This is an optimization exercise on Yosys and OpenROAD, whose aim is small area and a short achievable clock period, not a production implementation. RTL that was checked went through simulation tests only; none was proved equivalent to the original. No activity file was given, so power comes from the tool's default toggle rates.

==> flow/design.v (excerpt) <==
module ex_stage (
	input  logic        clk,
	input  logic        rst_i,
	input  logic        valid_i,
	input  logic [31:0] inst_i,
	input  logic [63:0] op1_i,
	input  logic [63:0] op2_i,
	input  logic [63:0] jump_base_i,
	input  logic [63:0] jump_offset_i,
	input  logic        reg_wr_en_i,
	input  logic [4:0]  reg_wr_addr_i,
	output logic        out_valid_o,
	output logic        reg_wr_en_o,
	output logic [4:0]  reg_wr_addr_o,
	output logic [63:0] reg_wr_data_o,
	output logic        jump_en_o,
	output logic [63:0] jump_addr_o
);
Size in the first run: about 430 I/O pins, ~26000 um2 of cells after synthesis.
Settings: LEC_CHECK=0, ABC_AREA=1, CAP_MARGIN=20, CORE_MARGIN=2, CORE_UTILIZATION=66, CTS_CLUSTER_DIAMETER=80, CTS_CLUSTER_SIZE=24, SETUP_SLACK_MARGIN=2.7, SLEW_MARGIN=20, TNS_END_PERCENT=5; clock period 5.0 ns.
standard.sh (not shown) runs the stock make flow with config.mk's settings and CLKGATE_MAP_FILE= SYNTH_SCRIPT=/design/flow/synth_recipe.tcl, a recipe that flattens the netlist after the stock synthesis.
==> flow/flow/run.sh <==
#!/bin/bash
# Standard layout, with plain buf_1 cells as the port buffers and more
# antenna repair passes. If antenna violations remain after detailed
# routing, the layout is redone once with a slightly different placement
# density so that the routes change.
ARGS=(BUFFER_PORTS_ARGS="-buffer_cell sky130_fd_sc_hd__buf_1" MAX_REPAIR_ANTENNAS_ITER_DRT=10 MAX_REPAIR_ANTENNAS_ITER_GRT=10)
bash standard.sh "${ARGS[@]}" > standard.log 2>&1
REP=orfs/reports/sky130hd/ex_stage/base/drt_antennas.log
if [[ ! -f out/final.def ]] || grep -q VIOLATED "$REP" 2>/dev/null; then
  mkdir -p attempt1
  cp standard.log attempt1/standard.log
  cp -r orfs/logs attempt1/logs 2>/dev/null
  cp "$REP" attempt1/ 2>/dev/null
  rm -rf orfs out/final.def
  bash standard.sh "${ARGS[@]}" PLACE_DENSITY_LB_ADDON=0.02 > standard_retry.log 2>&1
fi
Next try:
==> flow/flow/run.sh (replaced) <==
#!/bin/bash
# Standard layout, with plain buf_1 cells as the port buffers.
bash standard.sh BUFFER_PORTS_ARGS="-buffer_cell sky130_fd_sc_hd__buf_1" > standard.log 2>&1
Settings changed: CORE_UTILIZATION 66 to 60, CTS_CLUSTER_DIAMETER 80 to unset, CTS_CLUSTER_SIZE 24 to unset, SETUP_SLACK_MARGIN 2.7 to 2.3.
Outcome: The new run ran to the end with violations: antenna violations. Final area is lower by 2.0%. Die area is higher by 9.8%. Maximum frequency is lower by about 6%.
Next try:
Settings changed: CTS_CLUSTER_DIAMETER set to 100, CTS_CLUSTER_SIZE set to 30, SETUP_SLACK_MARGIN 2.3 to 2.7.
The changed run passed the timing, DRC and antenna checks.
Setup slack improved by 150 ps.
Cell count hardly moves.
Sequential share of layout area fell by 0.52 points.
Combinational power rose by about 9%.
Power fell by 13%.
Non-clock buffer count rose by 53.
Utilization rose by 1.6 points.
Register-to-register slack improved by 260 ps.
Via count rose by 0.62%.
Global-route usage fell by 0.17 points.
Count of clock-buffer cells in the layout fell by 32.
Next try:
==> flow/flow/run.sh (replaced) <==
#!/bin/bash
# Standard layout, with plain buf_1 cells as the port buffers and more
# antenna repair passes. If antenna violations remain after detailed
# routing, the layout is redone once with a slightly different placement
# density so that the routes change.
ARGS=(BUFFER_PORTS_ARGS="-buffer_cell sky130_fd_sc_hd__buf_1" MAX_REPAIR_ANTENNAS_ITER_DRT=10 MAX_REPAIR_ANTENNAS_ITER_GRT=10)
bash standard.sh "${ARGS[@]}" > standard.log 2>&1
REP=orfs/reports/sky130hd/ex_stage/base/drt_antennas.log
if [[ ! -f out/final.def ]] || grep -q VIOLATED "$REP" 2>/dev/null; then
  mkdir -p attempt1
  cp standard.log attempt1/standard.log
  cp -r orfs/logs attempt1/logs 2>/dev/null
  cp "$REP" attempt1/ 2>/dev/null
  rm -rf orfs out/final.def
  bash standard.sh "${ARGS[@]}" PLACE_DENSITY_LB_ADDON=0.02 > standard_retry.log 2>&1
fi
Settings changed: CTS_CLUSTER_DIAMETER 100 to unset, CTS_CLUSTER_SIZE 30 to unset.
Result: The new run went through all stages and came out clean. Die area stays the same. Setup slack got worse by 26 ps. Design area rose slightly. Area after synthesis stays the same. Register-to-register slack loses 40 ps. Sequential share of layout area drops by 0.33 points. Total power came out higher by about a fifth. Via count climbs slightly.


Another version of the RTL of ex_stage (not shown whole).
For scale: about 2800 cells after synthesis, about 350 flip-flops, roughly 430 I/O pins, about 25000 µm² of cells after synthesis.
==> flow/design.v (excerpt) <==
module ex_stage (
	input  logic        clk,
	input  logic        rst_i,
	input  logic        valid_i,
	input  logic [31:0] inst_i,
	input  logic [63:0] op1_i,
	input  logic [63:0] op2_i,
	input  logic [63:0] jump_base_i,
	input  logic [63:0] jump_offset_i,
	input  logic        reg_wr_en_i,
	input  logic [4:0]  reg_wr_addr_i,
	output logic        out_valid_o,
	output logic        reg_wr_en_o,
	output logic [4:0]  reg_wr_addr_o,
	output logic [63:0] reg_wr_data_o,
	output logic        jump_en_o,
	output logic [63:0] jump_addr_o
);
Settings: LEC_CHECK=0, CAP_MARGIN=20, CORE_MARGIN=2, CORE_UTILIZATION=60, SETUP_SLACK_MARGIN=2.3, SLEW_MARGIN=20, TNS_END_PERCENT=5; clock period 5.0 ns.
==> flow/flow/run.sh <==
#!/bin/bash
# Standard layout, with plain buf_1 cells as the port buffers.
bash standard.sh BUFFER_PORTS_ARGS="-buffer_cell sky130_fd_sc_hd__buf_1" > standard.log 2>&1
The baseline ran to the end with no violations.
Change:
ABC_AREA = 1   (was unset)
SETUP_SLACK_MARGIN = 2.7   (was 2.3)
Outcome:
- routed wire length came out higher by 13%
- maximum frequency came out higher by 20%
- sequential power came out lower by about 2%
- design area came out higher by 5.7%
- non-clock buffer count came out higher by 8
- first-iteration DRC count came out higher by 25%
- flip-flop and latch count is unchanged
No run of this note included a check of the RTL's function; only the layout flow was run.


## old
RTL: one of the versions met above, not the one the previous note started from.
For scale: ~4100 cells after synthesis, ~350 flip-flops, ~430 I/O pins, about 0.026 mm2 of cells after synthesis.
==> flow/design.v (excerpt) <==
module ex_stage (
	input  logic        clk,
	input  logic        rst_i,
	input  logic        valid_i,
	input  logic [31:0] inst_i,
	input  logic [63:0] op1_i,
	input  logic [63:0] op2_i,
	input  logic [63:0] jump_base_i,
	input  logic [63:0] jump_offset_i,
	input  logic        reg_wr_en_i,
	input  logic [4:0]  reg_wr_addr_i,
	output logic        out_valid_o,
	output logic        reg_wr_en_o,
	output logic [4:0]  reg_wr_addr_o,
	output logic [63:0] reg_wr_data_o,
	output logic        jump_en_o,
	output logic [63:0] jump_addr_o
);
	parameter int LO       = 32;
	parameter int TLO      = 32;
	parameter int ARCH     = 0;
	localparam int HI  = 64 - LO;
	localparam int THI = 64 - TLO;
	logic [6:0] opc;
	logic [2:0] f3;
	logic       b30;
	logic       is_op, is_opi, is_alu, is_br, is_jmp, is_add;
	assign opc    = inst_i[6:0];
	assign f3     = inst_i[14:12];
	assign b30    = inst_i[30];
	assign is_op  = opc == 7'b0110011;
	assign is_opi = opc == 7'b0010011;
	assign is_alu = is_op | is_opi;
	assign is_br  = opc == 7'b1100011;
	assign is_jmp = (opc == 7'b1101111) | (opc == 7'b1100111);
	assign is_add = is_jmp | (opc == 7'b0110111) | (opc == 7'b0010111);
	logic op_sum, op_sub, op_slt, op_sltu, op_sh, op_sll, op_sra, op_lg;
	assign op_sum  = is_add | (is_alu & (f3 == 3'b000));
	assign op_sub  = is_op & (f3 == 3'b000) & b30;
	assign op_slt  = is_alu & (f3 == 3'b010);
	assign op_sltu = is_alu & (f3 == 3'b011);
	assign op_sh   = is_alu & (f3[1:0] == 2'b01);
	assign op_sll  = is_alu & (f3 == 3'b001);
	assign op_sra  = is_alu & (f3 == 3'b101) & b30;
	assign op_lg   = is_alu & f3[2] & (f3[1:0] != 2'b01);
	logic inv_b, flip;
	assign inv_b = op_sub | op_slt | op_sltu | is_br;
	assign flip  = op_slt | (is_br & ~f3[1]);
	logic [63:0] a, b;
	assign a = op1_i;
	assign b = op2_i;
	logic [63:0] pa, ga, gs;
	assign pa = a ^ b;
	assign ga = a & b;
  ...
Settings: LEC_CHECK=0, ABC_AREA=1, CAP_MARGIN=20, CORE_MARGIN=2, CORE_UTILIZATION=60, CTS_CLUSTER_DIAMETER=80, CTS_CLUSTER_SIZE=24, SETUP_SLACK_MARGIN=3.0, SLEW_MARGIN=20, TNS_END_PERCENT=5; clock period 5.0 ns.
==> flow/flow/run.sh <==
#!/bin/bash
# Standard layout, with plain buf_1 cells as the port buffers and more
# antenna repair passes. If antenna violations remain after detailed
# routing, the layout is redone once with a slightly different placement
# density so that the routes change.
ARGS=(BUFFER_PORTS_ARGS="-buffer_cell sky130_fd_sc_hd__buf_1" MAX_REPAIR_ANTENNAS_ITER_DRT=10 MAX_REPAIR_ANTENNAS_ITER_GRT=10)
bash standard.sh "${ARGS[@]}" > standard.log 2>&1
REP=orfs/reports/sky130hd/ex_stage/base/drt_antennas.log
if [[ ! -f out/final.def ]] || grep -q VIOLATED "$REP" 2>/dev/null; then
  mkdir -p attempt1
  cp standard.log attempt1/standard.log
  cp -r orfs/logs attempt1/logs 2>/dev/null
  cp "$REP" attempt1/ 2>/dev/null
  rm -rf orfs out/final.def
  bash standard.sh "${ARGS[@]}" PLACE_DENSITY_LB_ADDON=0.02 > standard_retry.log 2>&1
fi
The following lists how new was set up differently from old:
- a change of SETUP_SLACK_MARGIN from 3.0 to 2.7
==> run notes <==
- new completed end to end with timing, DRC and antenna clean.
- Looking at fmax across both flows, new is the weaker of the two, with old ahead.
- Share of layout cells above drive strength 1 was lower in the run labelled new.
- Re share of total power in the clock network: new is 1.2 points down on old.
- On new: setup slack of the critical path after layout is 0.044 ns lower than what old gave.
- Critical path class: flop to flop -> old, input pin to flop -> new
- Cell area after layout went down by a few percent going from old to new.
- Taking old as the reference, in new met2 usage in global routing rose by 0.35 points, routed length on met3 lost about 7%, clock skew lower.
- Detailed-route wire length: old and new compared, higher one is old


## cedar
ex_stage, a different RTL version from the one above (not shown whole).
Size in the first run: about 2500 cells after synthesis, roughly 430 I/O pins.
export LEC_CHECK = 0
export CAP_MARGIN = 20
export CORE_MARGIN = 2
export CORE_UTILIZATION = 60
export SETUP_SLACK_MARGIN = 2.3
export SLEW_MARGIN = 20
export TNS_END_PERCENT = 5
create_clock -name core_clock -period 5.0 [get_ports {clk}]
==> flow/flow/run.sh <==
#!/bin/bash
# Standard layout, with plain buf_1 cells as the port buffers.
bash standard.sh BUFFER_PORTS_ARGS="-buffer_cell sky130_fd_sc_hd__buf_1" > standard.log 2>&1
The flow did not stop early for cedar: all stages ran, and the layout cleared the timing, DRC and antenna checks.
The following lists how maple was set up differently from cedar:
- putting CTS_BUF_LIST at sky130_fd_sc_hd__clkbuf_4 sky130_fd_sc_hd__clkbuf_8 where nothing was set
==> run notes <==
- Fmax: maple below cedar
- Against cedar, clock buffer count in maple rose by more than a quarter.
- maple against cedar: wire length of the first global-routing pass rose by 0.35%, flip-flop and latch power has remained practically unchanged, synthesized cell count flat.
- | total wire length after detailed routing | maple vs cedar | worse |
- Higher relative contribution of combinational cells to total power goes to cedar over maple.
- cedar → maple: number of buffers added by the clock tree synthesis step picked up an extra about 54%, synthesized netlist net count stayed essentially flat, normalized max-slew margin climbed 2.2 points, overall power has increased.
No functional check of the RTL was part of any run of this note.

## separate check: timing with driven ports
The results above use ideal ports. As a check the final layouts listed here were re-extracted and re-timed, cells and wires unchanged.
Step 1, drivers: a clkbuf_16 drives clk and a buf_2 each remaining input, both assumed.
Step 2 adds t to the input delays and takes it off the output delays; t is the mean of the earliest and latest rising clock arrival at the registers after step 1. Input paths then give back, and output paths get back, about the clock's delay inside the block.
Slacks: no drivers / after step 1 / after step 2; pairs: no drivers / after step 1.
| run | shift t [ns] | setup slack, ns | slew at the worst register clock pin (ns) |
|---|---|---|---|
| the first run of note 1 | 0.639 | 2.393 / 2.393 / 1.834 | 0.10 / 0.10 |
| the second run of note 1 | 0.625 | 2.235 / 2.261 / 1.647 | 0.06 / 0.06 |
| the third run of note 1 | 0.600 | 2.389 / 2.387 / 1.787 | 0.12 / 0.12 |
| the fourth run of note 1 | 0.631 | 2.363 / 2.357 / 1.726 | 0.06 / 0.06 |
| the first run of note 2 | 0.616 | 1.847 / 1.811 / 1.195 | 0.07 / 0.07 |
| the second run of note 2 | 0.631 | 2.363 / 2.357 / 1.726 | 0.06 / 0.06 |
| old | 0.623 | 2.438 / 2.414 / 1.846 | 0.10 / 0.10 |
| new | 0.602 | 2.394 / 2.409 / 1.808 | 0.10 / 0.10 |
| cedar | 0.627 | 1.666 / 1.613 / 0.986 | 0.07 / 0.07 |
| maple | 0.714 | 1.636 / 1.635 / 0.921 | 0.07 / 0.07 |
The setup slack of maple, which loses most, moves by -0.001 ns with the drivers and by -0.715 ns with both steps.
